Background: an optimization exercise with open tools, aiming at small area. Do not read the settings as production practice.
Only simulation tests tie the RTL to the original design; equivalence was not proved. The clock port is modelled as an ideal driver; clocking choices that lean on that would not hold on a real chip.

== rev 12 ==
==> flow/design.v (excerpt) <==
module fast_detector #(
    parameter int IMG_WIDTH  = 32,
    parameter int IMG_HEIGHT = 24,
    parameter int EDGE       = 4,
    parameter int THRESHOLD  = 20
) (
    input  logic   i_clk,
    input  logic   i_rst_n,
    input  logic   i_valid,
    input  logic   i_start,
    input  logic [7:0]  i_pixel,
    output logic   o_ready,
    output logic   o_start,
    output logic   o_end,
    output logic   o_point_valid,
    output logic [28:0] o_point
);
Size in the first run: ~2800 cells after synthesis, ~1500 flip-flops, roughly 56000 um2 of cells after synthesis.
Settings: LEC_CHECK=0, CAP_MARGIN=20, CORE_MARGIN=2, CORE_UTILIZATION=65, PLACE_DENSITY=0.85, SLEW_MARGIN=20; clock period 20.0 ns.
standard.sh (not shown) runs the stock make flow with config.mk's settings and CLKGATE_MAP_FILE= SYNTH_SCRIPT=/design/flow/synth_recipe.tcl, a recipe that flattens the netlist after the stock synthesis.
==> flow/flow/run.sh <==
#!/bin/bash
# Own flow: the standard layout (standard.sh, all ORFS steps and settings
# unchanged) with changes to the synthesis's mapping only:
#  - Yosys's synth runs with -noabc, so the explicit full adder equations of
#    the RTL reach extract_fa as written (no pre-mapping abc -fast pass that
#    inverts them);
#  - extract_fa extracts full adders only, leaving half adders to abc;
set -euo pipefail
W=$PWD
F=$W/flow
sed -e 's/extract_fa {\*}\[dont_use_extract_fa_args\]/extract_fa -fa/' \
    -e "s#  log_cmd abc {\*}\$abc_args#  log_cmd abc {*}[lreplace \$abc_args 1 1 $F/abc_area_relaxed.script]#" \
    "$FLOW_HOME/scripts/synth.tcl" > "$W/own_synth_core.tcl"
grep -q 'extract_fa -fa' "$W/own_synth_core.tcl"
grep -q 'abc_area_relaxed.script' "$W/own_synth_core.tcl"
{
    echo 'proc synth {args} { yosys synth -nofsm -noshare -noabc {*}$args }'
    echo "source $W/own_synth_core.tcl"
    tail -n +3 "$W/synth_recipe.tcl"
} > "$W/own_synth.tcl"
sed "s#SYNTH_SCRIPT=[^ ]*#SYNTH_SCRIPT=$W/own_synth.tcl#" "$W/standard.sh" > "$W/own_standard.sh"
grep -q "SYNTH_SCRIPT=$W/own_synth.tcl" "$W/own_standard.sh"
export CTS_ARGS="-sink_clustering_enable -repair_clock_nets -sink_clustering_size 28 -sink_clustering_max_diameter 90 -buf_list sky130_fd_sc_hd__clkbuf_16 -dont_use_dummy_load"
export BUFFER_PORTS_ARGS="-buffer_cell sky130_fd_sc_hd__buf_1"
bash "$W/own_standard.sh" finish > "$W/own_flow_make.log" 2>&1
==> flow/flow/abc_area_relaxed.script <==
&get -n
&st
&dch
&nf
&st
&syn2
&if -g -K 6
&synch2
&nf
&st
&syn2
&if -g -K 6
&synch2
&nf
&st
&dch -f
&nf -a
&st
&dch -f
&nf -p -R 100
&put
topo
stime -c
> inputs changed (rev 12 -> rev 13)
- changing PLACE_DENSITY from 0.85 to 0.75
- setting GPL_ROUTABILITY_DRIVEN to 0 for the first time
- setting GPL_TIMING_DRIVEN to 0 for the first time
Notes after the runs:
The run showing the greater ratio of final minimum period to clock period is rev 13. Rev 13 against rev 12: final setup violation count now sits at about the same level. Compared with rev 12, in rev 13 utilization went up; required time at the worst-slack endpoint went down.

* * *

fast_detector, a different RTL version from the one above (not shown whole).
For scale: roughly 2600 cells after synthesis, ~1500 flip-flops, about 45 I/O pins, roughly 0.056 mm^2 of cells after synthesis.
Settings: LEC_CHECK=0, CAP_MARGIN=20, CORE_MARGIN=2, CORE_UTILIZATION=60, PLACE_DENSITY=0.95, SLEW_MARGIN=20; clock period 20.0 ns.
==> flow/flow/run.sh <==
#!/bin/bash
# Own flow: the standard layout (standard.sh, all ORFS steps and settings
# unchanged) with changes to the synthesis's mapping only:
#  - Yosys's synth runs with -noabc, so the explicit full adder equations of
#    the RTL reach extract_fa as written (no pre-mapping abc -fast pass that
#    inverts them);
#  - extract_fa extracts full adders only, leaving half adders to abc;
set -euo pipefail
W=$PWD
F=$W/flow
sed -e 's/extract_fa {\*}\[dont_use_extract_fa_args\]/extract_fa -fa/' \
    -e "s#  log_cmd abc {\*}\$abc_args#  log_cmd abc {*}[lreplace \$abc_args 1 1 $F/abc_area_relaxed.script]#" \
    "$FLOW_HOME/scripts/synth.tcl" > "$W/own_synth_core.tcl"
grep -q 'extract_fa -fa' "$W/own_synth_core.tcl"
grep -q 'abc_area_relaxed.script' "$W/own_synth_core.tcl"
{
    echo 'proc synth {args} { yosys synth -nofsm -noshare -noabc {*}$args }'
    echo "source $W/own_synth_core.tcl"
    tail -n +3 "$W/synth_recipe.tcl"
} > "$W/own_synth.tcl"
sed "s#SYNTH_SCRIPT=[^ ]*#SYNTH_SCRIPT=$W/own_synth.tcl#" "$W/standard.sh" > "$W/own_standard.sh"
grep -q "SYNTH_SCRIPT=$W/own_synth.tcl" "$W/own_standard.sh"
export CTS_ARGS="-sink_clustering_enable -repair_clock_nets -sink_clustering_size 34 -sink_clustering_max_diameter 90 -buf_list sky130_fd_sc_hd__clkbuf_16 -dont_use_dummy_load"
export BUFFER_PORTS_ARGS="-buffer_cell sky130_fd_sc_hd__buf_1"
bash "$W/own_standard.sh" finish > "$W/own_flow_make.log" 2>&1
==> flow/flow/abc_area_relaxed.script <==
&get -n
&st
&dch
&nf
&st
&syn2
&if -g -K 6
&synch2
&nf
&st
&deepsyn -T 60
&dch -f
&nf -p -R 1000
&put
topo
stime -c
The starting point went through all stages and came out clean.
Change:
--- a/flow/flow/run.sh
+++ b/flow/flow/run.sh
@@ -22,3 +22,3 @@
 grep -q "SYNTH_SCRIPT=$W/own_synth.tcl" "$W/own_standard.sh"
-export CTS_ARGS="-sink_clustering_enable -repair_clock_nets -sink_clustering_size 34 -sink_clustering_max_diameter 90 -buf_list sky130_fd_sc_hd__clkbuf_16 -dont_use_dummy_load"
+export CTS_ARGS="-sink_clustering_enable -repair_clock_nets -sink_clustering_size 26 -sink_clustering_max_diameter 85 -buf_list sky130_fd_sc_hd__clkbuf_16 -dont_use_dummy_load"
 export BUFFER_PORTS_ARGS="-buffer_cell sky130_fd_sc_hd__buf_1"
--- a/flow/config.mk
+++ b/flow/config.mk
@@ -9,4 +9,7 @@
 export CORE_MARGIN = 2
-export CORE_UTILIZATION = 60
-export PLACE_DENSITY = 0.95
+export CORE_UTILIZATION = 65
+export CTS_BUF_LIST = sky130_fd_sc_hd__clkbuf_16
+export CTS_CLUSTER_DIAMETER = 85
+export CTS_CLUSTER_SIZE = 26
+export PLACE_DENSITY = 0.85
 export SLEW_MARGIN = 20
After rerunning: Sequential share of layout area decreases by 0.58 points. Global-route usage increases by 5.2 points. Cell count decreases by about 0.46%. Clock-buffer cell count increases by 17. Setup slack gets worse by 0.96 ns. Final area increases by 0.78%.
Change:
--- a/flow/flow/run.sh
+++ b/flow/flow/run.sh
@@ -22,3 +22,3 @@
 grep -q "SYNTH_SCRIPT=$W/own_synth.tcl" "$W/own_standard.sh"
-export CTS_ARGS="-sink_clustering_enable -repair_clock_nets -sink_clustering_size 26 -sink_clustering_max_diameter 85 -buf_list sky130_fd_sc_hd__clkbuf_16 -dont_use_dummy_load"
+export CTS_ARGS="-sink_clustering_enable -repair_clock_nets -sink_clustering_size 30 -sink_clustering_max_diameter 80 -buf_list sky130_fd_sc_hd__clkbuf_16 -dont_use_dummy_load"
 export BUFFER_PORTS_ARGS="-buffer_cell sky130_fd_sc_hd__buf_1"
--- a/flow/config.mk
+++ b/flow/config.mk
@@ -9,7 +9,4 @@
 export CORE_MARGIN = 2
-export CORE_UTILIZATION = 65
-export CTS_BUF_LIST = sky130_fd_sc_hd__clkbuf_16
-export CTS_CLUSTER_DIAMETER = 85
-export CTS_CLUSTER_SIZE = 26
-export PLACE_DENSITY = 0.85
+export CORE_UTILIZATION = 60
+export PLACE_DENSITY = 0.95
 export SLEW_MARGIN = 20
Routed wire length is lower by 10%.
Clock skew falls by 0.028 ns.
Worst setup slack improved by 0.91 ns.
Critical path depth stays the same.
Via count is lower by 3.3%.
Final area drops by 0.51%.
Die area went up by 8.2%.
Clock-buffer cell count goes down by 11.
Change:
--- a/flow/flow/run.sh
+++ b/flow/flow/run.sh
@@ -22,3 +22,3 @@
 grep -q "SYNTH_SCRIPT=$W/own_synth.tcl" "$W/own_standard.sh"
-export CTS_ARGS="-sink_clustering_enable -repair_clock_nets -sink_clustering_size 30 -sink_clustering_max_diameter 80 -buf_list sky130_fd_sc_hd__clkbuf_16 -dont_use_dummy_load"
+export CTS_ARGS="-sink_clustering_enable -repair_clock_nets -sink_clustering_size 32 -sink_clustering_max_diameter 85 -buf_list sky130_fd_sc_hd__clkbuf_16 -dont_use_dummy_load"
 export BUFFER_PORTS_ARGS="-buffer_cell sky130_fd_sc_hd__buf_1"
--- a/flow/config.mk
+++ b/flow/config.mk
@@ -9,3 +9,6 @@
 export CORE_MARGIN = 2
-export CORE_UTILIZATION = 60
+export CORE_UTILIZATION = 65
+export CTS_BUF_LIST = sky130_fd_sc_hd__clkbuf_16
+export CTS_CLUSTER_DIAMETER = 85
+export CTS_CLUSTER_SIZE = 32
 export PLACE_DENSITY = 0.95
What happened: Worst setup slack degrades by 0.38 ns. Synthesized area is unchanged. Core utilization rose by 4.9 points. Cell count fell by 1.2%. Clock-buffer cell count fell by 5. Sequential share of layout area rose by 0.20 points.
Change:
--- a/flow/flow/run.sh
+++ b/flow/flow/run.sh
@@ -22,3 +22,3 @@
 grep -q "SYNTH_SCRIPT=$W/own_synth.tcl" "$W/own_standard.sh"
-export CTS_ARGS="-sink_clustering_enable -repair_clock_nets -sink_clustering_size 32 -sink_clustering_max_diameter 85 -buf_list sky130_fd_sc_hd__clkbuf_16 -dont_use_dummy_load"
+export CTS_ARGS="-sink_clustering_enable -repair_clock_nets -sink_clustering_size 30 -sink_clustering_max_diameter 80 -buf_list sky130_fd_sc_hd__clkbuf_16 -dont_use_dummy_load"
 export BUFFER_PORTS_ARGS="-buffer_cell sky130_fd_sc_hd__buf_1"
--- a/flow/config.mk
+++ b/flow/config.mk
@@ -9,6 +9,3 @@
 export CORE_MARGIN = 2
-export CORE_UTILIZATION = 65
-export CTS_BUF_LIST = sky130_fd_sc_hd__clkbuf_16
-export CTS_CLUSTER_DIAMETER = 85
-export CTS_CLUSTER_SIZE = 32
+export CORE_UTILIZATION = 70
 export PLACE_DENSITY = 0.95
After rerunning: Via count increases by 5.0%. Area after synthesis is unchanged. Die area shrinks by 7.1%.
Change:
--- a/flow/flow/run.sh
+++ b/flow/flow/run.sh
@@ -22,3 +22,3 @@
 grep -q "SYNTH_SCRIPT=$W/own_synth.tcl" "$W/own_standard.sh"
-export CTS_ARGS="-sink_clustering_enable -repair_clock_nets -sink_clustering_size 30 -sink_clustering_max_diameter 80 -buf_list sky130_fd_sc_hd__clkbuf_16 -dont_use_dummy_load"
+export CTS_ARGS="-sink_clustering_enable -repair_clock_nets -sink_clustering_size 32 -sink_clustering_max_diameter 85 -buf_list sky130_fd_sc_hd__clkbuf_16 -dont_use_dummy_load"
 export BUFFER_PORTS_ARGS="-buffer_cell sky130_fd_sc_hd__buf_1"
--- a/flow/config.mk
+++ b/flow/config.mk
@@ -9,3 +9,3 @@
 export CORE_MARGIN = 2
-export CORE_UTILIZATION = 70
+export CORE_UTILIZATION = 65
 export PLACE_DENSITY = 0.95
The changed run finished clean.
Synthesized cell count is unchanged.
Area after synthesis stays the same.
Die area rises by a little under a tenth.
Wire length falls by a little under a tenth.
Clock skew falls by 0.0077 ns.

what the ideal ports hide:
The results above use ideal ports. As a check the final layouts listed here were re-extracted and re-timed, cells and wires unchanged.
Step 1 sets driving cells, clkbuf_16 on the clock port and buf_2 on the other inputs (assumed; they add their load-dependent delay and slew).
Step 2 times the ports against the registers' clock, not the clock port: input delays grow and output delays shrink by t, the midpoint of the rising clock arrivals with the driver on.
a / b / c = ideal ports / drivers / drivers and shift; a / b = the first two.
| run | shift t [ns] | slack for setup (ns) | worst hold slack (ns) | worst register clock-pin slew, ns |
|---|---|---|---|---|
| rev 12 | 0.714 | 5.952 / 5.952 / 5.952 | 0.367 / 0.367 / 0.367 | 0.11 / 0.11 |
| rev 13 | 0.709 | 5.655 / 5.655 / 5.655 | 0.385 / 0.385 / 0.385 | 0.11 / 0.11 |
| the first run of note 2 | 0.706 | 7.768 / 7.768 / 7.768 | 0.375 / 0.375 / 0.375 | 0.12 / 0.12 |
| the second run of note 2 | 0.689 | 6.808 / 6.808 / 6.808 | 0.336 / 0.336 / 0.336 | 0.11 / 0.11 |
| the third run of note 2 | 0.707 | 7.721 / 7.721 / 7.721 | 0.390 / 0.390 / 0.390 | 0.11 / 0.11 |
| the fourth run of note 2 | 0.695 | 7.339 / 7.339 / 7.339 | 0.357 / 0.357 / 0.357 | 0.12 / 0.12 |
| the fifth run of note 2 | 0.718 | 6.688 / 6.688 / 6.688 | 0.386 / 0.386 / 0.386 | 0.12 / 0.12 |
| the sixth run of note 2 | 0.695 | 7.339 / 7.339 / 7.339 | 0.357 / 0.357 / 0.357 | 0.12 / 0.12 |
After both steps every run listed still meets setup and hold.
